This is an optimization exercise on Yosys and OpenROAD, whose aim is small area, a short achievable clock period and few clock cycles per item, not a production implementation. At most, simulation tests tie the RTL to the original design; equivalence was not proved. For runs 2 and 3, only the layout was checked, not whether the RTL still works.

==> flow/design.v <==
`default_nettype none
package dct2d_pkg;
  localparam int LANES    = 8;
  localparam int SAMPLE_W = 8;
  localparam int COEF_W   = 16;
endpackage
`default_nettype wire
`default_nettype none
module dct2d_front (
  input  logic        clk,
  input  logic        step,      
  input  logic        norm,      
  input  logic [2:0]  k,         
  input  logic [2:0]  ph,
  input  logic [63:0] in_row,    
  output logic [63:0] col        
);
  logic [7:1] mv;
  for (genvar i = 1; i < 8; i++) begin : g_mv
    assign mv[i] = step & (norm | (3'(i) > k));
  end
  logic [63:0] sko;               
  assign sko[7:0] = in_row[7:0];
  for (genvar c = 1; c < 8; c++) begin : g_skew
    logic [8*c-1:0] q;
    always_ff @(posedge clk) begin
      for (int i = 1; i <= c; i++) begin
        if (mv[i]) begin
          if (i == 1) q[7:0] <= in_row[8*c +: 8];
          else        q[8*(i-1) +: 8] <= q[8*(i-2) +: 8];
        end
      end
    end
    assign sko[8*c +: 8] = q[8*(c-1) +: 8];
  end
  logic [63:0] r0, r1, r2, rot;
  for (genvar r = 0; r < 8; r++) begin : g_rot
    assign r0[8*r +: 8]  = sko[8*((8 - r) % 8) +: 8];
    assign r1[8*r +: 8]  = ph[0] ? r0[8*((r + 7) % 8) +: 8] : r0[8*r +: 8];
    assign r2[8*r +: 8]  = ph[1] ? r1[8*((r + 6) % 8) +: 8] : r1[8*r +: 8];
    assign rot[8*r +: 8] = ph[2] ? r2[8*((r + 4) % 8) +: 8] : r2[8*r +: 8];
  end
  for (genvar r = 0; r < 7; r++) begin : g_deskew
    localparam int N = 7 - r;
    logic [8*N-1:0] q;
    always_ff @(posedge clk) begin
      for (int j = 1; j <= N; j++) begin
        if (mv[j + r]) begin
          if (j == 1) q[7:0] <= rot[8*r +: 8];
          else        q[8*(j-1) +: 8] <= q[8*(j-2) +: 8];
        end
      end
    end
    assign col[8*r +: 8] = q[8*(N-1) +: 8];
  end
  assign col[63:56] = rot[63:56];
endmodule
`default_nettype wire
`default_nettype none
module dct2d_queue (
  input  logic        clk,
  input  logic        adv,
  input  logic [2:0]  ph,
  input  logic [71:0] cr,      
  output logic [95:0] rin      
);
  logic signed [9:0]  s0, s1, s2, s3;
  logic signed [8:0]  d0, d1, d2, d3;
  logic signed [9:0]  e0, e1, e2, e3;
  logic signed [11:0] y0;
  logic signed [10:0] y2, y4, y6;
  logic signed [9:0]  p0, p1, p2, p3;
  assign s0 = $signed({1'b0, cr[0 +: 9]});
  assign s1 = $signed({1'b0, cr[9 +: 9]});
  assign s2 = $signed({1'b0, cr[18 +: 9]});
  assign s3 = $signed({1'b0, cr[27 +: 9]});
  assign d0 = cr[36 +: 9];
  assign d1 = cr[45 +: 9];
  assign d2 = cr[54 +: 9];
  assign d3 = cr[63 +: 9];
  assign e0 = s0 + s3;
  assign e1 = s1 + s2;
  assign e2 = s0 - s3;
  assign e3 = s1 - s2;
  assign y0 = $signed({2'b0, e0}) + $signed({2'b0, e1});
  assign y4 = $signed({1'b0, e0}) - $signed({1'b0, e1});
  assign p0 = ((d3 >>> 2) + d0) + ((d0 >>> 2) - (d0 >>> 4));
  assign p3 = ((d0 >>> 2) - d3) + ((d3 >>> 4) - (d3 >>> 2));
  assign p1 = (d1 + d2) - ((d2 >>> 2) + (d2 >>> 4));
  assign p2 = (d2 - d1) + ((d1 >>> 2) + (d1 >>> 4));
  logic [10:0]        l0;            
  logic [54:0]        l4;            
  logic [19:0]        er;            
  logic [39:0]        pr;            
  always_ff @(posedge clk) begin
    if (adv) begin
      l0 <= y0[10:0];
      l4 <= {l4[43:0], y4};
      er <= {e3, e2};
      pr <= {p3, p2, p1, p0};
    end
  end
  logic signed [9:0]  f2, f3;
  logic signed [9:0]  q0, q1, q2, q3;
  logic signed [10:0] y1, y7, k1, k3;
  assign f2 = er[0 +: 10];
  assign f3 = er[10 +: 10];
  assign y2 = f2 + (f2 >>> 2) + (f3 >>> 1);
  assign y6 = (f2 >>> 1) - f3 - (f3 >>> 2);
  assign q0 = pr[0 +: 10];
  assign q1 = pr[10 +: 10];
  assign q2 = pr[20 +: 10];
  assign q3 = pr[30 +: 10];
  assign y1 = q0 + q1;
  assign k1 = q0 - q1;
  assign y7 = q2 + q3;
  assign k3 = q2 - q3;
  logic [10:0] l1;                   
  logic [21:0] l2;                   
  logic [65:0] l6;                   
  logic [76:0] l7;                   
  logic [21:0] kr;
  always_ff @(posedge clk) begin
    if (adv) begin
      l1 <= y1;
      l2 <= {l2[10:0], y2};
      l6 <= {l6[54:0], y6};
      l7 <= {l7[65:0], y7};
      kr <= {k3, k1};
    end
  end
  logic signed [10:0] kk1, kk3;
  logic signed [11:0] y3, y5;
  assign kk1 = kr[0 +: 11];
  assign kk3 = kr[11 +: 11];
  assign y3  = kk1 - kk3;
  assign y5  = kk1 + kk3;
  logic [23:0] l3;                   
  logic [47:0] l5;                   
  always_ff @(posedge clk) begin
    if (adv) begin
      l3 <= {l3[11:0], y3};
      l5 <= {l5[35:0], y5};
    end
  end
  logic [95:0] skq;
  assign skq[0 +: 12]  = {1'b0, l0};
  assign skq[12 +: 12] = {l1[10], l1};
  assign skq[24 +: 12] = {l2[21], l2[11 +: 11]};
  assign skq[36 +: 12] = l3[12 +: 12];
  assign skq[48 +: 12] = {l4[54], l4[44 +: 11]};
  assign skq[60 +: 12] = l5[36 +: 12];
  assign skq[72 +: 12] = {l6[65], l6[55 +: 11]};
  assign skq[84 +: 12] = {l7[76], l7[66 +: 11]};
  logic [2:0]  rs;
  logic [95:0] r0, r1, r2;
  assign rs = ph - 3'd1;
  for (genvar c = 0; c < 8; c++) begin : g_rot
    assign r0[12*c +: 12]  = skq[12*(7 - c) +: 12];
    assign r1[12*c +: 12]  = rs[0] ? r0[12*((c + 7) % 8) +: 12] : r0[12*c +: 12];
    assign r2[12*c +: 12]  = rs[1] ? r1[12*((c + 6) % 8) +: 12] : r1[12*c +: 12];
    assign rin[12*c +: 12] = rs[2] ? r2[12*((c + 4) % 8) +: 12] : r2[12*c +: 12];
  end
endmodule
`default_nettype wire
`default_nettype none
module dct2d_back (
  input  logic         clk,
  input  logic         adv,
  input  logic [95:0]  rin,     
  output logic [127:0] y        
);
  typedef logic signed [12:0] w13_t;
  typedef logic signed [13:0] w14_t;
  typedef logic signed [14:0] w15_t;
  logic [83:0] dl0;
  logic [59:0] dl1;
  logic [35:0] dl2;
  logic [11:0] dl3;
  always_ff @(posedge clk) begin
    if (adv) begin
      dl0 <= {dl0[71:0], rin[0 +: 12]};
      dl1 <= {dl1[47:0], rin[12 +: 12]};
      dl2 <= {dl2[23:0], rin[24 +: 12]};
      dl3 <= rin[36 +: 12];
    end
  end
  logic signed [11:0] x0, x1, x2, x3, x4, x5, x6, x7;
  assign x0 = dl0[72 +: 12];
  assign x1 = dl1[48 +: 12];
  assign x2 = dl2[24 +: 12];
  assign x3 = dl3;
  assign x4 = rin[48 +: 12];
  assign x5 = rin[60 +: 12];
  assign x6 = rin[72 +: 12];
  assign x7 = rin[84 +: 12];
  w13_t s3n, d3n, s2n, d2n, s1n, d1n;
  assign s3n = x3 + x4;
  assign d3n = x3 - x4;
  assign s2n = x2 + x5;
  assign d2n = x2 - x5;
  assign s1n = x1 + x6;
  assign d1n = x1 - x6;
  logic [25:0] sd3a, sd3b, sd3c, sd3d, sd2a, sd2b, sd1;
  always_ff @(posedge clk) begin
    if (adv) begin
      sd3a <= {d3n, s3n};
      sd3b <= sd3a;
      sd3c <= sd3b;
      sd3d <= sd3c;
      sd2a <= {d2n, s2n};
      sd2b <= sd2a;
      sd1  <= {d1n, s1n};
    end
  end
  w13_t s1, d1, s2, d2, s0n, d0n;
  assign s1  = sd1[0 +: 13];
  assign d1  = sd1[13 +: 13];
  assign s2  = sd2b[0 +: 13];
  assign d2  = sd2b[13 +: 13];
  assign s0n = x0 + x7;
  assign d0n = x0 - x7;
  w14_t e1n, e3n, p1n, p2n;
  assign e1n = s1 + s2;
  assign e3n = s1 - s2;
  assign p1n = (d1 + d2) - ((d2 >>> 2) + (d2 >>> 4));
  assign p2n = (d2 - d1) + ((d1 >>> 2) + (d1 >>> 4));
  logic [25:0] sd0;
  logic [55:0] ep1;
  always_ff @(posedge clk) begin
    if (adv) begin
      sd0 <= {d0n, s0n};
      ep1 <= {p2n, p1n, e3n, e1n};
    end
  end
  w13_t s0, d0, s3, d3;
  assign s0 = sd0[0 +: 13];
  assign d0 = sd0[13 +: 13];
  assign s3 = sd3d[0 +: 13];
  assign d3 = sd3d[13 +: 13];
  w14_t e0n, e2n, p0n, p3n;
  assign e0n = s0 + s3;
  assign e2n = s0 - s3;
  assign p0n = ((d3 >>> 2) + d0) + ((d0 >>> 2) - (d0 >>> 4));
  assign p3n = ((d0 >>> 2) - d3) + ((d3 >>> 4) - (d3 >>> 2));
  logic [55:0] ep0;
  logic [55:0] ep1b;
  always_ff @(posedge clk) begin
    if (adv) begin
      ep0  <= {p3n, p0n, e2n, e0n};
      ep1b <= ep1;
    end
  end
  w14_t e0, e1, e2, e3, p0, p1, p2, p3;
  assign e0 = ep0[0 +: 14];
  assign e2 = ep0[14 +: 14];
  assign p0 = ep0[28 +: 14];
  assign p3 = ep0[42 +: 14];
  assign e1 = ep1b[0 +: 14];
  assign e3 = ep1b[14 +: 14];
  assign p1 = ep1b[28 +: 14];
  assign p2 = ep1b[42 +: 14];
  w15_t o0, o1, o2, o3, o4, o5, o6, o7;
  assign o0 = e0 + e1;
  assign o4 = e0 - e1;
  assign o2 = e2 + (e2 >>> 2) + (e3 >>> 1);
  assign o6 = (e2 >>> 1) - e3 - (e3 >>> 2);
  assign o1 = p0 + p1;
  assign o7 = p2 + p3;
  assign o3 = (p0 - p1) - (p2 - p3);
  assign o5 = (p0 - p1) + (p2 - p3);
  assign y = {o7[14], o7, o6[14], o6, o5[14], o5, o4[14], o4,
              o3[14], o3, o2[14], o2, o1[14], o1, o0[14], o0};
endmodule
`default_nettype wire
`default_nettype none
module integer_dct_8x8_2d (
  input  logic                                clk,
  input  logic                                rst_n,
  input  logic                                in_valid,
  output logic                                in_stall,
  input  logic [dct2d_pkg::SAMPLE_W-1:0]      in_sample_0,
  input  logic [dct2d_pkg::SAMPLE_W-1:0]      in_sample_1,
  input  logic [dct2d_pkg::SAMPLE_W-1:0]      in_sample_2,
  input  logic [dct2d_pkg::SAMPLE_W-1:0]      in_sample_3,
  input  logic [dct2d_pkg::SAMPLE_W-1:0]      in_sample_4,
  input  logic [dct2d_pkg::SAMPLE_W-1:0]      in_sample_5,
  input  logic [dct2d_pkg::SAMPLE_W-1:0]      in_sample_6,
  input  logic [dct2d_pkg::SAMPLE_W-1:0]      in_sample_7,
  output logic                                out_valid,
  input  logic                                out_stall,
  output logic signed [dct2d_pkg::COEF_W-1:0] out_coef_0,
  output logic signed [dct2d_pkg::COEF_W-1:0] out_coef_1,
  output logic signed [dct2d_pkg::COEF_W-1:0] out_coef_2,
  output logic signed [dct2d_pkg::COEF_W-1:0] out_coef_3,
  output logic signed [dct2d_pkg::COEF_W-1:0] out_coef_4,
  output logic signed [dct2d_pkg::COEF_W-1:0] out_coef_5,
  output logic signed [dct2d_pkg::COEF_W-1:0] out_coef_6,
  output logic signed [dct2d_pkg::COEF_W-1:0] out_coef_7,
  output logic                                out_last_row
);
  logic [2:0]  ph;        
  logic [2:0]  wr;        
  logic        in_v;      
  logic [63:0] in_row_r;
  logic        bub_on;    
  logic [2:0]  bub_cnt;   
  logic        col_on;    
  logic [2:0]  col_cnt;
  logic        s_v;       
  logic        adv;
  logic        pending;
  logic        bub;
  logic        step;
  logic        nstep;
  logic        cv;
  logic [10:0] vl;        
  assign adv     = ~s_v;
  assign pending = col_on | (|vl);
  assign bub     = bub_on | (~in_v & pending);
  assign step    = adv & (in_v | bub);
  assign nstep   = step & in_v;
  assign cv      = (nstep & (wr == 3'd7)) | (step & col_on);
  assign in_stall = bub | (in_v & ~adv);
  always_ff @(posedge clk) begin
    if (!rst_n) begin
      ph      <= '0;
      wr      <= '0;
      in_v    <= 1'b0;
      bub_on  <= 1'b0;
      bub_cnt <= '0;
      col_on  <= 1'b0;
      col_cnt <= '0;
      vl      <= '0;
    end else begin
      in_v <= (in_valid & ~in_stall) | (in_v & ~nstep);
      if (step) begin
        ph <= ph + 3'd1;
        vl <= {vl[9:0], cv};
      end
      if (nstep) begin
        wr <= wr + 3'd1;
      end
      if (step && bub) begin
        bub_cnt <= bub_cnt + 3'd1;
        bub_on  <= (bub_cnt != 3'd7);
      end
      if (nstep && wr == 3'd7) begin
        col_on  <= 1'b1;
        col_cnt <= 3'd1;
      end else if (step && col_on) begin
        col_cnt <= col_cnt + 3'd1;
        col_on  <= (col_cnt != 3'd7);
      end
    end
  end
  always_ff @(posedge clk) begin
    if (in_valid && !in_stall) begin
      in_row_r <= {in_sample_7, in_sample_6, in_sample_5, in_sample_4,
                   in_sample_3, in_sample_2, in_sample_1, in_sample_0};
    end
  end
  logic [63:0] col;
  dct2d_front u_front (
    .clk    (clk),
    .step   (step),
    .norm   (in_v),
    .k      (wr),
    .ph     (ph),
    .in_row (in_row_r),
    .col    (col)
  );
  logic [71:0] crn;
  logic [71:0] cr;
  for (genvar i = 0; i < 4; i++) begin : g_sd
    assign crn[9*i +: 9]      = {1'b0, col[8*i +: 8]} + {1'b0, col[8*(7-i) +: 8]};
    assign crn[36 + 9*i +: 9] = {1'b0, col[8*i +: 8]} - {1'b0, col[8*(7-i) +: 8]};
  end
  always_ff @(posedge clk) begin
    if (step) begin
      cr <= crn;
    end
  end
  logic [95:0] rin;
  dct2d_queue u_cq (
    .clk (clk),
    .adv (step),
    .ph  (ph + 3'd1),
    .cr  (cr),
    .rin (rin)
  );
  logic [127:0] ycoef;
  dct2d_back u_rp (
    .clk (clk),
    .adv (step),
    .rin (rin),
    .y   (ycoef)
  );
  logic         rv;        
  logic         rlast;
  logic [128:0] skid;
  logic         take;      
  logic         fire;
  assign rv    = step & vl[10];
  assign rlast = (ph == 3'd1);
  assign fire  = out_valid & ~out_stall;
  assign take  = (~out_valid | fire) & (s_v | rv);
  always_ff @(posedge clk) begin
    if (!rst_n) begin
      out_valid <= 1'b0;
      s_v       <= 1'b0;
    end else begin
      if (~out_valid | fire) begin
        out_valid <= s_v | rv;
      end
      if (s_v) begin
        if (~out_valid | fire) begin
          s_v <= 1'b0;
        end
      end else if (rv && out_valid && !fire) begin
        s_v <= 1'b1;
      end
    end
  end
  always_ff @(posedge clk) begin
    if (take) begin
      {out_last_row, out_coef_7, out_coef_6, out_coef_5, out_coef_4,
       out_coef_3, out_coef_2, out_coef_1, out_coef_0} <= s_v ? skid : {rlast, ycoef};
    end
    if (!s_v && rv && out_valid && !fire) begin
      skid <= {rlast, ycoef};
    end
  end
endmodule
`default_nettype wire
==> flow/run.sh <==
#!/bin/bash
# synth_recipe.tcl (not shown) runs the flow's synth.tcl, then flattens the netlist and writes it again
# the make line also repeats each setting of config.mk as NAME=value (left out here)
make -C /OpenROAD-flow-scripts/flow DESIGN_CONFIG=/design/flow/config.mk WORK_HOME=/design/flow/orfs CLKGATE_MAP_FILE= SYNTH_SCRIPT=/design/flow/synth_recipe.tcl finish
==> flow/config.mk <==
export PLATFORM = sky130hd
export DESIGN_NAME = integer_dct_8x8_2d
export DESIGN_NICKNAME = integer_dct_8x8_2d
export VERILOG_FILES = /design/flow/design.v
export SDC_FILE = /design/flow/constraint.sdc
export NUM_CORES = 4
export LEC_CHECK = 0
export CAP_MARGIN = 20
export CORE_MARGIN = 2
export CORE_UTILIZATION = 50
export SETUP_SLACK_MARGIN = 4.5
export SLEW_MARGIN = 20
==> flow/constraint.sdc <==
create_clock -name core_clock -period 7.5 [get_ports {clk}]
set_input_delay 1.5000 -clock core_clock [delete_from_list [all_inputs] [get_ports {clk}]]
set_output_delay 1.5000 -clock core_clock [all_outputs]
set_load 0.01 [all_outputs]
==> summary.txt, run 1 <==
- Post-route design area: 111000 sq um
- Vias per cell: approximately 5.3
- M3 GR Usage: 2.95%
- M2 GR Usage: 39.7%
- Starting Density: 50.4%
- Maxcap violations: 0
- Run status: complete, no violations
- IO Port Bufs: ~200
- Synth top cells by count: edfxtp_1 (1766), inv_1 (769), ha_1 (664)
- Layout cells sized above 1: just under 30%
- Startpoint Class: flip-flop
- GR Util All Layers: 21.9%
- Die boundary width: 429 microns
- Final setup viols: 0
- Post-synth ARST share: 0%
- Area delta synth->final: 23.5%
- Clock Skew: 0.0367 ns
- Final setup TNS: 0 ns
- Final max-slew violation count: 0
- Mapped Area: 90200 sq um
- Worst EP required: approximately 8.1 ns
- Ys flop type: edfxtp_1
- Kind of critical path: reg2reg
- Cell Area, Placed: roughly 95000 sq um
- DP Cell Count: 8843
- Ports: 199
- Initial antenna violation count: 1
- Slew @ Worst Pin: 0.917 ns
- Slew margin rel.: 38.9%
- Top-count cell post-synth: edfxtp_1
- Total CTS buffers: between 150 and 200
- CP Capture Type: flip-flop
- Min Tclk post-route: 3.96 ns
- CP arrival: 4.56 ns
- Num rows: 155
- Ranking of synthesized cells by area: edfxtp_1 (59%), ha_1 (9.2%), fa_1 (4.0%)
- Detail Route Antenna Nets: 0
- First-pass GRT wire length: 308000 microns
- Multi-input logic area: 38600 sq um
- CTS tree: built
- Reg-to-reg setup timing slack: about 3.5 ns
- RSZ-0062 raised after global routing: true
- Clock sink count: about 1800
- H-tree levels: 4
- Die area: roughly 180000 sq um
- NumNets Final: 8115
- Seq cells post-synth: 1794
- Cells after Synth: approximately 6400
- Final Hold Viols: 0
- Grt peak-use layer: met2
- Worst-path clk slew: approximately 0.06 ns
- Fmax: 252 MHz
- Grt ovf: 0
- Skew-Pair Late Insertion Delay: 0.85 ns
- Syn_area_per_cell: 14.1 sq um
- Fillers: 13300
- Post-synth EDFFs: 1766
- DRC Markers: 0
- TritonRoute pass-1 iters: 7
- Max FO, Critical Path: 3
- Class of the worst hold path: reg2reg
- GR Util met1: 26.1%
- Clock buffer depth: 3
- Syn nets: 7323
- Final WL: 206000 microns
- Root Driver: clkbuf_16
- Vias in the first global route: 52400
- DP Wirelength: 139000 microns
- Post-synth top area share: about three fifths
- Yosys cell types: about 80
- Reg area: ~54000 sq um
- Routed WL per cell: 21.2 microns
- Seq/Total Area, Yosys: 59.4%
- Largest net degree at the start of global routing: 166
- Final std cells w/o fill: 9713
- Synth warnings: 4
- Via Count: 51800
- Routability Congestion: 0.886
- Vert. Die Dim: approximately 430 microns
- Core Area: 179000 sq um
- Cell taking the most area after synthesis: edfxtp_1
- Drt first-iter violations: 3174
- Final worst-path cycle share: a little over half
==> state kept, by name, indices dropped and copies added (netlist names), 36 cells and up <==
name                cells
skid                  119
u_cq.l4                54
u_cq.l7                77
u_cq.pr                40
u_rp.ep1               55
u_cq.l5                46
in_row_r               64
u_rp.ep1b              55
u_front.g_deskew.q    224
u_rp.dl2               36
u_cq.l6                66
u_rp.dl0               84
cr                     68
u_front.g_skew.q      224
u_rp.ep0               55
u_rp.dl1               60
==> final timing paths <==
| path | endpoint | cells after the start | from |
|---|---|---|---|
| max | u_rp.ep0[55]$_DFFE_PP_ | 20 | u_rp.sd3d[17]$_DFFE_PP_ |
| min reg2reg | u_rp.sd3c[15]$_DFFE_PP_ | 0 | u_rp.sd3b[15]$_DFFE_PP_ |
| min | u_rp.sd3c[15]$_DFFE_PP_ | 0 | u_rp.sd3b[15]$_DFFE_PP_ |
| max reg2reg | u_rp.ep0[55]$_DFFE_PP_ | 20 | u_rp.sd3d[17]$_DFFE_PP_ |
==> through the flow <==
stage          hold WS [ns]  util (%)  setup slack, ns
5_1_grt               0.406      62.3             3.37
3_5_place_dp          0.405      53.1             2.51
2_1_floorplan         0.400         -             1.36
4_1_cts               0.396      60.3             3.57
6_report              0.400      62.3             3.54
3_3_place_gp          0.401      53.1             2.55
==> placed cells by master, fill, tap and decap left out, drive strengths merged, types with 19 or more instances in the layout <==
| master | count |
|---|---|
| a21o | 93 |
| a31oi | 23 |
| o31ai | 25 |
| clkdlybuf4s15 | 30 |
| nor2b | 78 |
| clkdlybuf4s50 | 66 |
| clkinv | 69 |
| edfxtp | 1766 |
| mux4 | 122 |
| mux2i | 46 |
| nand2b | 64 |
| a21oi | 402 |
| ha | 664 |
| fa | 180 |
| nand3 | 26 |
| nand2 | 200 |
| o21ai | 234 |
| nor3 | 66 |
| dfxtp | 28 |
| o21a | 38 |
| inv | 776 |
| mux2 | 254 |
| buf | 644 |
| and3 | 22 |
| bufinv | 19 |
| xnor2 | 350 |
| a211oi | 25 |
| clkbuf | 236 |
| nor2 | 286 |
| xor2 | 140 |
| a21boi | 45 |
| o21bai | 123 |
==> cell type report <==
type / count / area share, %
clock inverter: 111 / 1.13
timing repair buffer: 752 / 6.35
clock buffer: 233 / 4.42
sequential: 1794 / 48.1
timing repair inverter: 1 / 0.0146
antenna: 2 / 0.00449
inverter: 770 / 2.66
tap: 2355 / 2.65
multi-input combinational: 3695 / 34.6
==> critical path, cell delays in order (launching register included) <==
cell	delay (ns)
edfxtp_1	0.37
inv_2	0.09
ha_4	0.15
inv_4	0.03
fa_2	0.37
nand2_2	0.10
nand2_2	0.07
a21oi_4	0.18
o21ai_2	0.08
a21oi_2	0.18
xnor2_1	0.15
fa_1	0.47
ha_4	0.24
a21o_1	0.18
a21oi_4	0.18
nand2b_1	0.08
a21oi_2	0.19
o21ai_2	0.11
a31o_2	0.26
a21oi_2	0.15
xnor2_1	0.07
==> kinds of logic (layout without fill, tap and decap cells) <==
kind of cell	Yosys count	after routing	synth area share (%)
flip-flops	1794	1794	59.4
AO/OA/AOI/OAI	1127	1127	7.78
multiplexers	422	422	6.73
XOR/XNOR	490	490	4.76
AND/OR/NAND/NOR	812	812	4.20
buffers and inverters	922	1867	3.90
adder cells (fa/ha/maj)	844	844	13.2
other	0	2	0
==> per-layer routing <==
metal  share of wire, %  routed length [microns]  up-vias
met2                 52                   107000     1112
met1                 40                    81700    25600
met3                3.5                     7230      415
met4                4.9                    10100        0
li1                   -                        -    24700
met5                  0                        0        -
==> repair_timing <==
action | 4_1_cts | 5_1_grt
pin swaps | 396 | 372
setup buffers | 365 | 147
hold buffers | 0 | 0
endpoints found under the setup margin | 1081 | 610
gates cloned | 11 | 1
endpoints found under the hold margin | 0 | 0
gates resized for setup | 1340 | 517
Testbench counts, summed over its fixed seeds: cycles 2,208, blocks 256.
==> inputs of run 2 (changes only) <==
--- a/flow/design.v
+++ b/flow/design.v
@@ -315,47 +315,73 @@
   logic        nstep;
   logic        cv;
   logic [10:0] vl;        
+  logic        in_v_n, bub_on_n, col_on_n, s_v_n, pending_n;
+  logic [2:0]  bub_cnt_n, col_cnt_n;
+  logic [10:0] vl_n;
+  logic        in_take;   
+  logic        fire;      
   assign adv     = ~s_v;
   assign pending = col_on | (|vl);
   assign bub     = bub_on | (~in_v & pending);
   assign step    = adv & (in_v | bub);
   assign nstep   = step & in_v;
   assign cv      = (nstep & (wr == 3'd7)) | (step & col_on);
-  assign in_stall = bub | (in_v & ~adv);
+  assign in_take = ~bub & ~(in_v & ~adv);
+  assign fire    = out_valid & ~out_stall;
+  always_comb begin
+    in_v_n    = (in_valid & in_take) | (in_v & ~nstep);
+    bub_on_n  = bub_on;
+    bub_cnt_n = bub_cnt;
+    if (step && bub) begin
+      bub_cnt_n = bub_cnt + 3'd1;
+      bub_on_n  = (bub_cnt != 3'd7);
+    end
+    col_on_n  = col_on;
+    col_cnt_n = col_cnt;
+    if (nstep && wr == 3'd7) begin
+      col_on_n  = 1'b1;
+      col_cnt_n = 3'd1;
+    end else if (step && col_on) begin
+      col_cnt_n = col_cnt + 3'd1;
+      col_on_n  = (col_cnt != 3'd7);
+    end
+    vl_n = step ? {vl[9:0], cv} : vl;
+    pending_n = col_on_n | (|vl_n);
+    if (s_v) begin
+      s_v_n = ~(~out_valid | fire);
+    end else begin
+      s_v_n = rv & out_valid & ~fire;
+    end
+  end
   always_ff @(posedge clk) begin
     if (!rst_n) begin
-      ph      <= '0;
-      wr      <= '0;
-      in_v    <= 1'b0;
-      bub_on  <= 1'b0;
-      bub_cnt <= '0;
-      col_on  <= 1'b0;
-      col_cnt <= '0;
-      vl      <= '0;
+      ph       <= '0;
+      wr       <= '0;
+      in_v     <= 1'b0;
+      bub_on   <= 1'b0;
+      bub_cnt  <= '0;
+      col_on   <= 1'b0;
+      col_cnt  <= '0;
+      vl       <= '0;
+      in_stall <= 1'b0;
     end else begin
-      in_v <= (in_valid & ~in_stall) | (in_v & ~nstep);
+      in_v    <= in_v_n;
+      bub_on  <= bub_on_n;
+      bub_cnt <= bub_cnt_n;
+      col_on  <= col_on_n;
+      col_cnt <= col_cnt_n;
+      vl      <= vl_n;
+      in_stall <= bub_on_n | (~in_v_n & pending_n) | (in_v_n & s_v_n);
       if (step) begin
         ph <= ph + 3'd1;
-        vl <= {vl[9:0], cv};
       end
       if (nstep) begin
         wr <= wr + 3'd1;
       end
-      if (step && bub) begin
-        bub_cnt <= bub_cnt + 3'd1;
-        bub_on  <= (bub_cnt != 3'd7);
-      end
-      if (nstep && wr == 3'd7) begin
-        col_on  <= 1'b1;
-        col_cnt <= 3'd1;
-      end else if (step && col_on) begin
-        col_cnt <= col_cnt + 3'd1;
-        col_on  <= (col_cnt != 3'd7);
-      end
     end
   end
   always_ff @(posedge clk) begin
-    if (in_valid && !in_stall) begin
+    if (in_take) begin
       in_row_r <= {in_sample_7, in_sample_6, in_sample_5, in_sample_4,
                    in_sample_3, in_sample_2, in_sample_1, in_sample_0};
     end
@@ -398,13 +424,17 @@
   );
   logic         rv;        
   logic         rlast;
-  logic [128:0] skid;
+  logic [120:0] rrow;      
+  logic [120:0] skid;
+  logic [120:0] oreg;
   logic         take;      
-  logic         fire;
   assign rv    = step & vl[10];
   assign rlast = (ph == 3'd1);
-  assign fire  = out_valid & ~out_stall;
   assign take  = (~out_valid | fire) & (s_v | rv);
+  for (genvar j = 0; j < 8; j++) begin : g_orow
+    assign rrow[15*j +: 15] = ycoef[16*j +: 15];
+  end
+  assign rrow[120] = rlast;
   always_ff @(posedge clk) begin
     if (!rst_n) begin
       out_valid <= 1'b0;
@@ -413,23 +443,25 @@
       if (~out_valid | fire) begin
         out_valid <= s_v | rv;
       end
-      if (s_v) begin
-        if (~out_valid | fire) begin
-          s_v <= 1'b0;
-        end
-      end else if (rv && out_valid && !fire) begin
-        s_v <= 1'b1;
-      end
+      s_v <= s_v_n;
     end
   end
   always_ff @(posedge clk) begin
     if (take) begin
-      {out_last_row, out_coef_7, out_coef_6, out_coef_5, out_coef_4,
-       out_coef_3, out_coef_2, out_coef_1, out_coef_0} <= s_v ? skid : {rlast, ycoef};
+      oreg <= s_v ? skid : rrow;
     end
-    if (!s_v && rv && out_valid && !fire) begin
-      skid <= {rlast, ycoef};
+    if (!s_v) begin
+      skid <= rrow;
     end
   end
+  assign out_coef_0   = {oreg[14],  oreg[0 +: 15]};
+  assign out_coef_1   = {oreg[29],  oreg[15 +: 15]};
+  assign out_coef_2   = {oreg[44],  oreg[30 +: 15]};
+  assign out_coef_3   = {oreg[59],  oreg[45 +: 15]};
+  assign out_coef_4   = {oreg[74],  oreg[60 +: 15]};
+  assign out_coef_5   = {oreg[89],  oreg[75 +: 15]};
+  assign out_coef_6   = {oreg[104], oreg[90 +: 15]};
+  assign out_coef_7   = {oreg[119], oreg[105 +: 15]};
+  assign out_last_row = oreg[120];
 endmodule
 `default_nettype wire
--- a/flow/config.mk
+++ b/flow/config.mk
@@ -7,6 +7,6 @@
 export LEC_CHECK = 0
 export CAP_MARGIN = 20
 export CORE_MARGIN = 2
-export CORE_UTILIZATION = 50
-export SETUP_SLACK_MARGIN = 4.5
+export CORE_UTILIZATION = 60
+export SETUP_SLACK_MARGIN = 2.0
 export SLEW_MARGIN = 20
==> summary.txt, run 2 <==
- Worst EP required: 8.05 ns (-0.04 ns)
- RSZ-0062 raised after global routing: false
- DRC Markers: 0 (unchanged)
- Reg area: 52500 sq um (-2.0%)
- Multi-input logic area: 33500 sq um (-13%)
- Area delta synth->final: 11.8%
- Commonest non-fill, non-tap cell in the layout: edfxtp_1
- Clock Skew: 0.0479 ns (+0.0112 ns)
- Maxcap violations: 0 (unchanged)
- Seq cells post-synth: 1799 (+0.28%)
- Total CTS buffers: 182 (-3.7%)
- Die boundary width: 390 microns (-8.9%)
- Drt first-iter violations: 3224 (+1.6%)
- WL met2: 98500 microns (-8.2%)
- Slew margin rel.: 27.2% (-12 points)
- Fillers: 10500 (-21%)
- Post-synth EDFFs: 1649 (-6.6%)
- Post-synth top area share: 55.3% (-3.5 points)
- Slew @ Worst Pin: 1.09 ns (+0.171 ns)
- CP Capture Type: flip-flop
- Vias per cell: 5.58 (+4.6%)
- Die area: 152000 sq um (-17%)
- Top flop regs: u_front.g_deskew.q (224), u_front.g_skew.q (224)
- Worst-path clk slew: 0.06 ns (about the same)
- Final setup viols: 0 (unchanged)
- Yosys cell types: 88 (+13%)
- Routability Congestion: 0.919 (+3.7%)
- Largest net degree at the start of global routing: 156 (-6.0%)
- Startpoint Class: flip-flop
- Initial antenna violation count: 0 (-1)
- Commonest non-fill, non-tap cells in the layout: edfxtp_1 (1649), inv_1 (787), ha_1 (665)
- Root Driver: clkbuf_16
- Highest Signal Layer: met4
- Fmax: 202 MHz (-20%)
- NumNets Final: 7779 (-4.1%)
- Largest stage delay on the critical path: 0.73 ns (+0.26 ns)
- CTS tree: built
- Final max-slew violation count: 0 (unchanged)
- DP Wirelength: 139000 microns (-0.38%)
- Ys flop type: edfxtp_1
- GR Util All Layers: 24.7% (+2.8 points)
- Worst path cell trace: inv_1 -> ha_4 -> mux4_2 -> mux2_2 -> ha_1 -> fa_1 -> a21o_1 -> a21oi_1 -> o21bai_1 -> a21oi_1 -> o21bai_1 -> a211oi_1 -> o21ai_0 -> xnor2_1
- TritonRoute pass-1 iters: 7 (unchanged)
- Ports: 199 (unchanged)
- Core Area: 148000 sq um (-17%)
- Critical-path top delay cell: dfxtp_4
- Detail Route Antenna Nets: 0 (unchanged)
- Final WL: 186000 microns (-9.7%)
- Post-synth ARST share: 0% (unchanged)
- First-pass GRT wire length: 286000 microns (-7.2%)
- Max FO, Critical Path: 36 (+33)
- Num rows: 141 (-9.0%)
- Post-CTS Resized: 0 (-100%)
- Clock sink count: 1799 (+0.28%)
- Top-count cell post-synth: edfxtp_1
- H-tree levels: 4 (unchanged)
- Layout cells sized above 1: 9.61% (-20 points)
- Synth top cells by count: edfxtp_1 (1649), inv_1 (787), ha_1 (666)
- Hold_buf cts: 0 (unchanged)
- Cell taking the most area after synthesis: edfxtp_1
- Seq/Total Area, Yosys: 58.6% (-0.79 points)
- Skew-Pair Late Insertion Delay: 0.83 ns (-0.02 ns)
- Ranking of synthesized cells by area: edfxtp_1 (55%), ha_1 (9.3%), fa_1 (4.0%)
- Met3 WL: 5820 microns (-19%)
- Routed WL per cell: 20.8 microns (-2.0%)
- Kind of critical path: reg2reg
- Vert. Die Dim: 390 microns (-8.9%)
- Class of the worst hold path: reg2reg
- Final worst-path cycle share: 66.1% (+13 points)
- Mapped Area: 89600 sq um (-0.68%)
- # Post-CTS Setup Buffers: 0 (-100%)
- Final setup TNS: 0 ns (unchanged)
- Clock buffer depth: 3 (unchanged)
- IO Port Bufs: 198 (unchanged)
- Syn nets: 7512 (+2.6%)
- Run status: complete, no violations
- Core Util, Final: 67.7% (+5.3 points)
- Starting Density: 60.5% (+10 points)
- Cells after Synth: 6598 (+2.9%)
- Grt ovf: 0 (unchanged)
- Min Tclk post-route: 4.96 ns (+0.999 ns)
- Final Hold Viols: 0 (unchanged)
- CP arrival: 5.51 ns (+0.95 ns)
- Via Count: 50000 (-3.5%)
- Synth warnings: 4 (unchanged)
- Syn_area_per_cell: 13.6 sq um (-3.5%)
- Vias in the first global route: 49700 (-5.2%)
- DRT met1 WL: 76300 microns (-6.6%)
==> run 2: cell types whose count changed in the layout (fill, tap and decap cells not counted), sizes merged, moves of 25 or more <==
cell,previous run,this run
a21o,93,68
buf,644,36
clkdlybuf4s15,30,0
clkdlybuf4s50,66,198
dfxtp,28,150
edfxtp,1766,1649
mux2,254,164
nand2,200,270
nand3,26,58
nor2,286,313
o21ai,234,306
xor2,140,111
==> run 2: worst paths after layout <==
| kind | startpoint | endpoint | slack (ns) | depth (start not counted) |
|---|---|---|---|---|
| min | u_cq.l6[40]$_DFFE_PN_ | u_cq.l6[51]$_DFFE_PN_ | 0.38 | 0 |
| min reg2reg | u_cq.l6[40]$_DFFE_PN_ | u_cq.l6[51]$_DFFE_PN_ | 0.38 | 0 |
| max | ph[1]$_SDFFE_PN0N_ | u_rp.sd1[10]$_DFFE_PN_ | 2.54 | 14 |
| max reg2reg | ph[1]$_SDFFE_PN0N_ | u_rp.sd1[10]$_DFFE_PN_ | 2.54 | 14 |
==> run 2: metal layers <==
| metal | track usage (%) | vias up |
|---|---|---|
| li1 | - | 24200 |
| met1 | 30.5 | 24600 |
| met2 | 45.0 | 914 |
| met3 | 3.01 | 253 |
| met4 | 8.09 | 0 |
| met5 | 0 | - |
==> run 2: layout make-up <==
cell class,instances,area share [%]
clock inverter,115,1.44
antenna,4,0.0100
timing repair buffer,234,2.34
clock buffer,225,4.86
tap,1930,2.41
multi-input combinational,3856,33.5
inverter,792,2.97
sequential,1799,52.5
==> run 2: cell families (layout without fill, tap and decap cells) <==
| group | after synthesis | in the layout | synth area share [%] |
|---|---|---|---|
| AO/OA/AOI/OAI | 1163 | 1163 | 8.15 |
| multiplexers | 344 | 344 | 5.78 |
| adder cells (fa/ha/maj) | 846 | 846 | 13.3 |
| other | 0 | 4 | 0 |
| buffers and inverters | 943 | 1366 | 4.04 |
| XOR/XNOR | 455 | 455 | 4.48 |
| flip-flops | 1799 | 1799 | 58.6 |
| AND/OR/NAND/NOR | 1048 | 1048 | 5.59 |
==> run 2: worst max-delay path, delay by kind of cell (launching register included) <==
kind                     cells  cell delay [ns]
XOR/XNOR                     1             0.14
adder cells (fa/ha/maj)      3             1.26
flip-flops                   1             0.73
multiplexers                 2             0.88
AO/OA/AOI/OAI                7             1.49
buffers and inverters        1             0.19
==> run 2: metrics by stage <==
stage	hold WS [ns]	worst slack, ns	area, sq um	std cells
floorplan	0.400	0.170	89600	6598
global placement	0.400	2.42	93800	8609
detailed placement	0.405	2.32	93800	8609
CTS	0.377	2.39	100000	8949
global route	0.386	2.18	100000	8951
finish	0.383	2.54	100000	8955
==> inputs of run 3 (changes only) <==
--- a/flow/config.mk
+++ b/flow/config.mk
@@ -8,5 +8,5 @@
 export CAP_MARGIN = 20
 export CORE_MARGIN = 2
 export CORE_UTILIZATION = 60
-export SETUP_SLACK_MARGIN = 2.0
+export SETUP_SLACK_MARGIN = 3.2
 export SLEW_MARGIN = 20
==> summary.txt, run 3 <==
- Clock sink count: 1799 (unchanged)
- DP Wirelength: 139000 microns (about the same)
- Final setup TNS: 0 ns (unchanged)
- NumNets Final: 7807 (+0.36%)
- Syn nets: 7512 (unchanged)
- Starting Density: 60.5% (unchanged)
- Final worst-path cycle share: 55.8% (-10 points)
- Mapped Area: 89600 sq um (unchanged)
- Clock buffer depth: 3 (unchanged)
- Vias per cell: 5.58 (about the same)
- Cell Area, Placed: 93800 sq um (about the same)
- Grt ovf: 0 (unchanged)
- Vert. Die Dim: 390 microns (unchanged)
- Initial antenna violation count: 1 (+1)
- Final Hold Viols: 0 (unchanged)
- Largest net degree at the start of global routing: 154 (-1.3%)
- Top-count cell post-synth: edfxtp_1
- Root Driver: clkbuf_16
- Drt first-iter violations: 2964 (-8.1%)
- Seq cells post-synth: 1799 (unchanged)
- Max FO, Critical Path: 5 (-86%)
- WHS: 0.369 ns (-0.0140 ns)
- Skew-Pair Late Insertion Delay: 0.84 ns (about the same)
- Routability Congestion: 0.896 (-2.5%)
- Synth top cells by count: edfxtp_1 (1649), inv_1 (787), ha_1 (666)
- Die boundary width: 390 microns (unchanged)
- Post-synth ARST share: 0% (unchanged)
- Yosys cell types: 88 (unchanged)
- Area delta synth->final: 12.6%
- Vias in the first global route: 49900 (+0.46%)
- Post-place setup slack: 2.71 ns (+0.393 ns)
- Fmax: 239 MHz (+19%)
- Final max-slew violation count: 0 (unchanged)
- Worst setup endpoint: u_rp.ep0[40]$_DFFE_PN_
- Detail Route Antenna Nets: 0 (unchanged)
- TritonRoute pass-1 iters: 5 (-2)
- Min-delay src: u_cq.l4[25]$_DFFE_PN_
- Top flop regs: u_front.g_deskew.q (224), u_front.g_skew.q (224)
- Post-synth top area share: 55.3% (unchanged)
- Worst setup margin: 3.32 ns (+0.779 ns)
- CP Capture Type: flip-flop
- Layout cells sized above 1: 11.1% (+1.5 points)
- GR Util All Layers: 24.7% (about the same)
- Clock Skew: 0.0651 ns (+0.0171 ns)
- Commonest non-fill, non-tap cells in the layout: edfxtp_1 (1649), inv_1 (780), ha_1 (651)
- Min Tclk post-route: 4.18 ns (-0.779 ns)
- H-tree levels: 4 (unchanged)
- Commonest non-fill, non-tap cell in the layout: edfxtp_1
- R2r startpoint: u_rp.sd0[15]$_DFFE_PN_
- Syn_area_per_cell: 13.6 sq um (unchanged)
- CP arrival: 4.78 ns (-0.73 ns)
- Reg-to-reg setup timing slack: 3.32 ns (+0.78 ns)
- Class of the worst hold path: reg2reg
- Crit. Startpoint: u_rp.sd0[15]$_DFFE_PN_
- Ranking of synthesized cells by area: edfxtp_1 (55%), ha_1 (9.3%), fa_1 (4.0%)
- Ports: 199 (unchanged)
- R2R Path End: u_rp.ep0[40]$_DFFE_PN_
- CTS tree: built
- Ys flop type: edfxtp_1
- Synth warnings: 4 (unchanged)
- Total CTS buffers: 179 (-1.6%)
- Slew margin rel.: 29.0% (+1.9 points)
- DRC Markers: 0 (unchanged)
- First-pass GRT wire length: 286000 microns (about the same)
- Startpoint Class: flip-flop
- Final setup viols: 0 (unchanged)
- Final WL: 187000 microns (+0.59%)
- Routed WL per cell: 20.9 microns (+0.37%)
- Kind of critical path: reg2reg
- Seq/Total Area, Yosys: 58.6% (unchanged)
- Die area: 152000 sq um (unchanged)
- Via Count: 50100 (+0.14%)
- Cell taking the most area after synthesis: edfxtp_1
- IO Port Bufs: 198 (unchanged)
- Run status: complete, no violations
- RSZ-0062 raised after global routing: true
- Num rows: 141 (unchanged)
- Post-synth EDFFs: 1649 (unchanged)
- Slew @ Worst Pin: 1.06 ns (-0.0264 ns)
- Worst-path clk slew: 0.06 ns (about the same)
- Core Area: 148000 sq um (unchanged)
- Worst EP required: 8.09 ns (+0.04 ns)
- R2r worst-path depth: 20 (+6)
- Post-route design area: 101000 sq um (+0.70%)
- Cells after Synth: 6598 (unchanged)
- Maxcap violations: 0 (unchanged)
run 3: cell counts after synthesis:
No cell type changed its count.
run 3: worst max-delay path: stages, from the launching register on:
cell and delay [ns]:
edfxtp_1 0.39, inv_2 0.09, ha_2 0.18, inv_1 0.06, fa_2 0.40, a21o_1 0.17
a21oi_2 0.14, o21ai_0 0.08, and2_1 0.18, o21ai_2 0.16, nand2_1 0.10, a21oi_2 0.18
xor2_1 0.11, fa_1 0.55, inv_2 0.05, ha_4 0.25, and2_1 0.16, o21ai_2 0.13
o31ai_2 0.09, o41a_1 0.33, xor2_1 0.14
run 3: final cells by class:
type / instances / area, sq um
clock inverters: 117 / 1540
clock buffers: 215 / 4770
flip-flops and latches: 1799 / 52500
diodes: 1 / 2.50
repair buffers: 265 / 2690
inverters: 792 / 2980
multi-input cells: 3856 / 33900
fillers: 10400 / 47200
well taps: 1930 / 2410
run 3: what timing repair did:
action / CTS / global route
pin swaps: 4 / 30
endpoints found under the setup margin: 51 / 138
setup buffers: 11 / 20
resized for setup: 25 / 89
cloned: 0 / 2
hold buffers: 0 / 0
run 3: worst min path at each step:
stage | cells past startpoint | to
after detailed placement | 0 | u_cq.l2[12]$_DFFE_PN_
after global placement | 0 | u_front.g_skew[3].q[2]$_DFFE_PP_
after global routing | 0 | u_cq.l4[36]$_DFFE_PN_
final | 0 | u_cq.l4[36]$_DFFE_PN_
after floorplan | 0 | u_cq.l2[11]$_DFFE_PN_
after CTS | 0 | u_cq.l4[36]$_DFFE_PN_
run 3: kinds of logic after synthesis:
kind of cell	Yosys count	synth area share, %
compound gates	1163	8.15
xor+xnor	455	4.48
flops	1799	58.6
fa+ha+maj	846	13.3
buf+inv	943	4.04
mux	344	5.78
simple gates	1048	5.59
run 3: metrics by stage:
step	utilization [%]	cells
6_report	68.1	8975
4_1_cts	67.8	8951
5_1_grt	68.1	8974
2_1_floorplan	-	6598
3_5_place_dp	63.4	8608
3_3_place_gp	63.4	8608
run 3: routing by layer:
| metal | part of all wire [%] | vias to the layer above | wire length [microns] | track usage, % |
|---|---|---|---|---|
| li1 | - | 24300 | - | - |
| met1 | 40 | 24600 | 75600 | 30.3 |
| met2 | 53 | 942 | 98700 | 44.7 |
| met3 | 3.4 | 286 | 6290 | 3.16 |
| met4 | 3.6 | 0 | 6820 | 9.03 |
| met5 | 0 | - | 0 | 0 |
==> inputs of run 4 (changes only) <==
--- a/flow/design.v
+++ b/flow/design.v
@@ -66,7 +66,7 @@
 );
   logic signed [9:0]  s0, s1, s2, s3;
   logic signed [8:0]  d0, d1, d2, d3;
-  logic signed [9:0]  e0, e1, e2, e3;
+  logic signed [9:0]  e2, e3;
   logic signed [11:0] y0;
   logic signed [10:0] y2, y4, y6;
   logic signed [9:0]  p0, p1, p2, p3;
@@ -78,12 +78,10 @@
   assign d1 = cr[45 +: 9];
   assign d2 = cr[54 +: 9];
   assign d3 = cr[63 +: 9];
-  assign e0 = s0 + s3;
-  assign e1 = s1 + s2;
   assign e2 = s0 - s3;
   assign e3 = s1 - s2;
-  assign y0 = $signed({2'b0, e0}) + $signed({2'b0, e1});
-  assign y4 = $signed({1'b0, e0}) - $signed({1'b0, e1});
+  assign y0 = s0 + s1 + s2 + s3;
+  assign y4 = s0 + s3 - s1 - s2;
   assign p0 = ((d3 >>> 2) + d0) + ((d0 >>> 2) - (d0 >>> 4));
   assign p3 = ((d0 >>> 2) - d3) + ((d3 >>> 4) - (d3 >>> 2));
   assign p1 = (d1 + d2) - ((d2 >>> 2) + (d2 >>> 4));
@@ -267,8 +265,8 @@
   assign o6 = (e2 >>> 1) - e3 - (e3 >>> 2);
   assign o1 = p0 + p1;
   assign o7 = p2 + p3;
-  assign o3 = (p0 - p1) - (p2 - p3);
-  assign o5 = (p0 - p1) + (p2 - p3);
+  assign o3 = p0 + p3 - p1 - p2;
+  assign o5 = p0 + p2 - p1 - p3;
   assign y = {o7[14], o7, o6[14], o6, o5[14], o5, o4[14], o4,
               o3[14], o3, o2[14], o2, o1[14], o1, o0[14], o0};
 endmodule
--- a/flow/config.mk
+++ b/flow/config.mk
@@ -8,5 +8,5 @@
 export CAP_MARGIN = 20
 export CORE_MARGIN = 2
 export CORE_UTILIZATION = 60
-export SETUP_SLACK_MARGIN = 3.2
+export SETUP_SLACK_MARGIN = 3.6
 export SLEW_MARGIN = 20
==> summary.txt, run 4 <==
- DP Wirelength: 137000 microns (-1.2%)
- Seq/Total Area, Yosys: 58.5% (-0.14 points)
- WHS: 0.393 ns (+0.0233 ns)
- H-tree levels: 4 (unchanged)
- Largest stage delay on the critical path: 0.46 ns (-0.09 ns)
- Run status: complete, no violations
- Vias per cell: 5.63 (+0.93%)
- Die area: 153000 sq um (+0.30%)
- Kind of critical path: reg2reg
- Mapped Area: 89800 sq um (+0.30%)
- NumNets Final: 7805 (-0.026%)
- Vert. Die Dim: 391 microns (+0.15%)
- Syn nets: 7431 (-1.1%)
- Top delay family on crit path: adder cells
- First-pass GRT wire length: 287000 microns (+0.34%)
- Min-delay src: u_front.g_deskew[0].q[12]$_DFFE_PP_
- Layout cells sized above 1: 14.3% (+3.2 points)
- Ranking of synthesized cells by area: edfxtp_1 (55%), ha_1 (9.0%), fa_1 (5.5%)
- Synth warnings: 4 (unchanged)
- Worst EP required: 8.06 ns (-0.03 ns)
- Initial antenna violation count: 4 (+3)
- Top flop regs: u_front.g_deskew.q (224), u_front.g_skew.q (224)
- Worst path cell trace: ha_2 -> fa_2 -> buf_4 -> buf_4 -> xor2_1 -> fa_1 -> ha_1 -> a21oi_2 -> nor2b_1 -> or4_4 -> a41o_1 -> o41a_1 -> xor2_1
- Worst-path clk slew: 0.06 ns (about the same)
- Final setup TNS: 0 ns (unchanged)
- Routed WL per cell: 21.2 microns (+1.3%)
- Top-count cell post-synth: edfxtp_1
- RSZ-0062 raised after global routing: true
- Syn_area_per_cell: 13.9 sq um (+2.3%)
- Final worst-path cycle share: 54.2% (-1.6 points)
- Hold_buf cts: 0 (unchanged)
- Hold Crit Endpoint: u_front.g_deskew[0].q[20]$_DFFE_PP_
- R2R Path End: u_rp.ep1[53]$_DFFE_PN_
- Seq cells post-synth: 1800 (+0.056%)
- Drt first-iter violations: 3079 (+3.9%)
- Grt ovf: 0 (unchanged)
- Synth top cells by count: edfxtp_1 (1650), inv_1 (688), ha_1 (648)
- Final max-slew violation count: 0 (unchanged)
- Ys flop type: edfxtp_1
- Class of the worst hold path: reg2reg
- Clock buffer depth: 3 (unchanged)
- Startpoint Class: flip-flop
- Core Area: 149000 sq um (+0.83%)
- Core Util, Final: 68.9% (+0.79 points)
- Cell Area, Placed: 94100 sq um (+0.32%)
- Max FO, Critical Path: 3 (-2)
- Commonest non-fill, non-tap cells in the layout: edfxtp_1 (1650), inv_1 (665), ha_1 (595)
- Final Hold Viols: 0 (unchanged)
- Critical-path top delay cell: fa_1
- Bufs and invs on worst path: 2 (-1)
- Routability Congestion: 0.900 (+0.47%)
- Ports: 199 (unchanged)
- Final WL: 189000 microns (+0.88%)
- Starting Density: 60.2% (-0.32 points)
- IO Port Bufs: 198 (unchanged)
- Root Driver: clkbuf_16
- Post-synth ARST share: 0% (unchanged)
- Largest net degree at the start of global routing: 181 (+18%)
- Slew margin rel.: 30.4% (+1.4 points)
- Total CTS buffers: 180 (+0.56%)
- Die boundary width: 391 microns (+0.15%)
- Detail Route Antenna Nets: 0 (unchanged)
- Yosys cell types: 81 (-8.0%)
- Num rows: 142 (+0.71%)
- CTS tree: built
- R2r worst-path depth: 13 (-35%)
- Slew @ Worst Pin: 1.04 ns (-0.0185 ns)
- Cell taking the most area after synthesis: edfxtp_1
- Reg-to-reg setup timing slack: 3.44 ns (+0.12 ns)
- Via Count: 50300 (+0.54%)
- Clock Skew: 0.0469 ns (-0.0182 ns)
- Min Tclk post-route: 4.06 ns (-0.117 ns)
- GR Util All Layers: 24.7% (about the same)
- Maxcap violations: 0 (unchanged)
- Final setup viols: 0 (unchanged)
- Post-synth EDFFs: 1650 (+0.061%)
- TritonRoute pass-1 iters: 7 (+2)
- Cells after Synth: 6466 (-2.0%)
- Clock sink count: 1800 (+0.056%)
- CP arrival: 4.62 ns (-0.16 ns)
- Vias in the first global route: 50100 (+0.38%)
- Skew-Pair Late Insertion Delay: 0.83 ns (about the same)
- DRC Markers: 0 (unchanged)
- Crit. Startpoint: u_rp.sd1[15]$_DFFE_PN_
- CP Capture Type: flip-flop
- Post-synth top area share: 55.1% (-0.13 points)
- Fmax: 246 MHz (+2.9%)
- Commonest non-fill, non-tap cell in the layout: edfxtp_1
- Area delta synth->final: 14.5%
- Post-route design area: 103000 sq um (+2.0%)
- Hold Crit Depth: 0 (unchanged)
- R2r startpoint: u_rp.sd1[15]$_DFFE_PN_
==> run 4: layout make-up <==
cell class              count  area [sq um]
repair buffers            339          3340
clock inverters           113          1380
multi-input cells        3827         35700
clock buffers             224          4820
inverters                 691          2620
flip-flops and latches   1800         52600
repair inverters            1          16.3
fillers                 10400         46400
well taps                1944          2430
diodes                      1          2.50
==> run 4: worst max-delay path by stage <==
stage	slack, ns	depth (start not counted)	end
floorplan	2.60	7	u_front.g_deskew[0].q[0]$_DFFE_PP_
detailed placement	2.38	11	u_rp.sd3a[25]$_DFFE_PN_
CTS	3.39	16	u_rp.ep1[54]$_DFFE_PN_
global placement	2.42	11	u_rp.sd3a[25]$_DFFE_PN_
finish	3.44	13	u_rp.ep1[53]$_DFFE_PN_
global route	3.28	14	u_rp.ep1[54]$_DFFE_PN_
==> run 4: per-layer routing <==
layer  GRT usage, %  share of wire, %
met5              0            0.0063
met4           7.82               3.2
met3           3.19               3.8
met2           43.7                51
met1           31.7                41
==> run 4: stage by stage <==
step,cells,setup WS (ns)
detailed placement,8491,2.38
floorplan,6466,2.60
finish,8940,3.44
global route,8939,3.28
global placement,8491,2.42
CTS,8902,3.39
==> run 4: timing repair <==
item / CTS / global route
endpoints found under the setup margin: 320 / 268
gates resized for setup: 132 / 195
gates cloned: 2 / 2
pin swaps: 73 / 116
buffers inserted: 72 / 35
==> run 4: cells by family (layout without fill, tap and decap cells) <==
| kind of cell | count (synthesis) | count (layout) | share of synthesized area [%] |
|---|---|---|---|
| muxes | 336 | 336 | 5.67 |
| AOI/OAI and AO/OA | 1103 | 1103 | 7.78 |
| xor gates and xnor gates | 470 | 470 | 4.58 |
| and+or+nand+nor | 1021 | 1021 | 5.33 |
| DFF | 1800 | 1800 | 58.5 |
| buffers and inverters | 839 | 1368 | 3.58 |
| other | 0 | 1 | 0 |
| adders and majority gates | 897 | 897 | 14.6 |
Testbench counts of run 4, summed over its fixed seeds: cycles 2,208, blocks 256.
==> inputs of run 5 (changes only) <==
--- a/flow/config.mk
+++ b/flow/config.mk
@@ -8,5 +8,7 @@
 export CAP_MARGIN = 20
 export CORE_MARGIN = 2
 export CORE_UTILIZATION = 60
-export SETUP_SLACK_MARGIN = 3.6
+export CTS_CLUSTER_DIAMETER = 60
+export CTS_CLUSTER_SIZE = 25
+export SETUP_SLACK_MARGIN = 3.9
 export SLEW_MARGIN = 20
==> summary.txt, run 5 <==
- Syn_area_per_cell: 13.9 sq um (unchanged)
- IO Port Bufs: 198 (unchanged)
- Vias in the first global route: 50300 (+0.41%)
- Bufs and invs on worst path: 1 (-1)
- Starting Density: 60.2% (unchanged)
- Final setup TNS: 0 ns (unchanged)
- Max FO, Critical Path: 5 (+2)
- Final worst-path cycle share: 54.8% (+0.64 points)
- Root Driver: clkbuf_16
- Core Area: 149000 sq um (unchanged)
- Vert. Die Dim: 391 microns (unchanged)
- Slew @ Worst Pin: 1.01 ns (-0.0378 ns)
- Post-synth EDFFs: 1650 (unchanged)
- Commonest non-fill, non-tap cells in the layout: edfxtp_1 (1650), inv_1 (648), ha_1 (552)
- Worst path cell trace: buf_4 -> ha_1 -> a21oi_2 -> o21ai_1 -> or4_4 -> nand2_1 -> xnor2_1 -> fa_1 -> ha_4 -> nor2b_1 -> a31o_1 -> o41ai_4 -> or4b_1 -> o211ai_1
- Grt peak-use layer: met2
- Kind of critical path: reg2reg
- Seq/Total Area, Yosys: 58.5% (unchanged)
- Detail Route Antenna Nets: 0 (unchanged)
- Final WL: 190000 microns (+0.68%)
- Total CTS buffers: 133 (-26%)
- Vias per cell: 5.65 (+0.33%)
- Ys flop type: edfxtp_1
- First-pass GRT wire length: 289000 microns (+0.57%)
- Die area: 153000 sq um (unchanged)
- DP Wirelength: 138000 microns (+0.45%)
- Startpoint Class: flip-flop
- Largest stage delay on the critical path: 0.48 ns (+0.02 ns)
- Class of the worst hold path: reg2reg
- Post-synth top area share: 55.1% (unchanged)
- M2 GR Usage: 43.8% (+0.055 points)
- Mapped Area: 89800 sq um (unchanged)
- Cells after Synth: 6466 (unchanged)
- Final max-slew violation count: 0 (unchanged)
- Clock Skew: 0.0347 ns (-0.0122 ns)
- GR Util All Layers: 24.9% (+0.16 points)
- Area delta synth->final: 15.4%
- Ranking of synthesized cells by area: edfxtp_1 (55%), ha_1 (9.0%), fa_1 (5.5%)
- Initial antenna violation count: 2 (-2)
- Clock buffer depth: 3 (unchanged)
- Num rows: 142 (unchanged)
- H-tree levels: 4 (unchanged)
- Top flop regs: u_front.g_deskew.q (224), u_front.g_skew.q (224)
- R2r startpoint: u_rp.sd1[17]$_DFFE_PN_
- Grt ovf: 0 (unchanged)
- Top-count cell post-synth: edfxtp_1
- Final Hold Viols: 0 (unchanged)
- Top delay family on crit path: simple AND/OR/NAND/NOR gates
- Post-synth ARST share: 0% (unchanged)
- Routability Congestion: 0.917 (+1.9%)
- NumNets Final: 7876 (+0.91%)
- Commonest non-fill, non-tap cell in the layout: edfxtp_1
- Layout cells sized above 1: 17.5% (+3.2 points)
- Syn nets: 7431 (unchanged)
- Seq cells post-synth: 1800 (unchanged)
- Die boundary width: 391 microns (unchanged)
- RSZ-0062 raised after global routing: true
- Drt first-iter violations: 3268 (+6.1%)
- Final setup viols: 0 (unchanged)
- TritonRoute pass-1 iters: 6 (-1)
- Maxcap violations: 0 (unchanged)
- Yosys cell types: 81 (unchanged)
- Min Tclk post-route: 4.11 ns (+0.0480 ns)
- M3 GR Usage: 2.73% (-0.46 points)
- Post-route design area: 104000 sq um (+0.80%)
- Worst-path clk slew: 0.09 ns (+0.03 ns)
- Min-delay src: u_cq.l4[2]$_DFFE_PN_
- CP arrival: 4.74 ns (+0.12 ns)
- Ports: 199 (unchanged)
- Fillers: 10300 (-1.3%)
- CTS tree: built
- Cell Area, Placed: 94100 sq um (about the same)
- CP Capture Type: flip-flop
- Crit. Startpoint: u_rp.sd1[17]$_DFFE_PN_
- Clock sink count: 1800 (unchanged)
- Slew margin rel.: 33.0% (+2.5 points)
- Largest net degree at the start of global routing: 202 (+12%)
- Run status: complete, no violations
- Synth warnings: 4 (unchanged)
- Fmax: 243 MHz (-1.2%)
- Worst EP required: 8.13 ns (+0.07 ns)
- Critical-path top delay cell: fa_1
- Via Count: 50700 (+0.63%)
- GR Util met1: 32.0% (+0.31 points)
- Routed WL per cell: 21.2 microns (+0.38%)
- Synth top cells by count: edfxtp_1 (1650), inv_1 (688), ha_1 (648)
- Skew-Pair Late Insertion Delay: 0.81 ns (-0.02 ns)
- Cell taking the most area after synthesis: edfxtp_1
- DRC Markers: 0 (unchanged)
run 5: cell counts after synthesis:
Identical to the previous run, type by type.
run 5: final timing paths:
check / end / slack, ns / cells past startpoint
setup reg to reg: u_rp.ep1[54]$_DFFE_PN_ / 3.39 / 14
setup / recovery: u_rp.ep1[54]$_DFFE_PN_ / 3.39 / 14
hold reg to reg: u_cq.l4[13]$_DFFE_PN_ / 0.41 / 0
hold / removal: u_cq.l4[13]$_DFFE_PN_ / 0.41 / 0
run 5: stage by stage:
stage	std cells	hold WS (ns)	util, %	setup slack (ns)
2_1_floorplan	6466	0.400	-	2.60
3_3_place_gp	8493	0.400	63.1	2.39
3_5_place_dp	8493	0.405	63.1	2.30
4_1_cts	8891	0.409	68.3	3.34
5_1_grt	8962	0.410	69.5	3.18
6_report	8967	0.406	69.5	3.39
run 5: layout make-up:
cell class                      count  area, sq um  area share [%]
Multi-Input combinational cell   3827        36800            35.5
Inverter                          691         2630            2.53
Timing Repair inverter              1         16.3          0.0157
Antenna cell                        5         12.5          0.0121
Clock inverter                     99         1310            1.26
Tap cell                         1944         2430            2.35
Timing Repair Buffer              457         4460            4.30
Clock buffer                      143         3420            3.30
Sequential cell                  1800        52600            50.7
run 5: repair_timing:
action | 4_1_cts | 5_1_grt
gates cloned | 5 | 3
gates resized for setup | 379 | 249
hold buffers | 0 | 0
setup buffers | 151 | 68
endpoints found under the setup margin | 513 | 393
pin swaps | 195 | 219
run 5: cell families (layout without fill, tap and decap cells):
logic type | after synthesis | in the layout | share of synthesized area [%]
flip-flops | 1800 | 1800 | 58.5
XOR/XNOR | 470 | 470 | 4.58
buffers and inverters | 839 | 1391 | 3.58
AND/OR/NAND/NOR | 1021 | 1021 | 5.33
adder cells (fa/ha/maj) | 897 | 897 | 14.6
multiplexers | 336 | 336 | 5.67
other | 0 | 5 | 0
AO/OA/AOI/OAI | 1103 | 1103 | 7.78
run 5: routing by layer:
| layer | share of wire [%] | routed length, microns |
|---|---|---|
| met3 | 3.7 | 6990 |
| met4 | 3.5 | 6750 |
| met1 | 41 | 78600 |
| met2 | 52 | 98100 |
| met5 | 0 | 0 |

-- separate check: timing with driven ports --
No port has a modelled driver above. Below, the same layouts with a new extraction and two added sets of constraints. Step 1, drivers: a clkbuf_16 drives clk and a buf_2 each remaining input, both assumed. Step 2 adds t to the input delays and takes it off the output delays; t is the mean of the earliest and latest rising clock arrival at the registers after step 1. Input paths then give back, and output paths get back, about the clock's delay inside the block. Slacks: ideal ports / drivers / drivers and shift; pairs: ideal ports / drivers.
run	t, ns	setup slack, ns	worst hold slack (ns)	worst setup path at the end	worst slew at a driven data input, ns
run 1	0.919	3.538 / 3.538 / 3.538	0.400 / 0.400 / 0.400	register to register	0.07
run 2	0.890	2.539 / 2.539 / 2.539	0.383 / 0.383 / 0.383	register to register	0.05
run 3	0.891	3.318 / 3.318 / 3.318	0.369 / 0.369 / 0.369	register to register	0.07
run 4	0.887	3.435 / 3.435 / 3.435	0.393 / 0.393 / 0.393	register to register	0.09
run 5	0.881	3.387 / 3.387 / 3.387	0.406 / 0.406 / 0.406	register to register	0.08
After both steps every run listed still meets setup and hold.
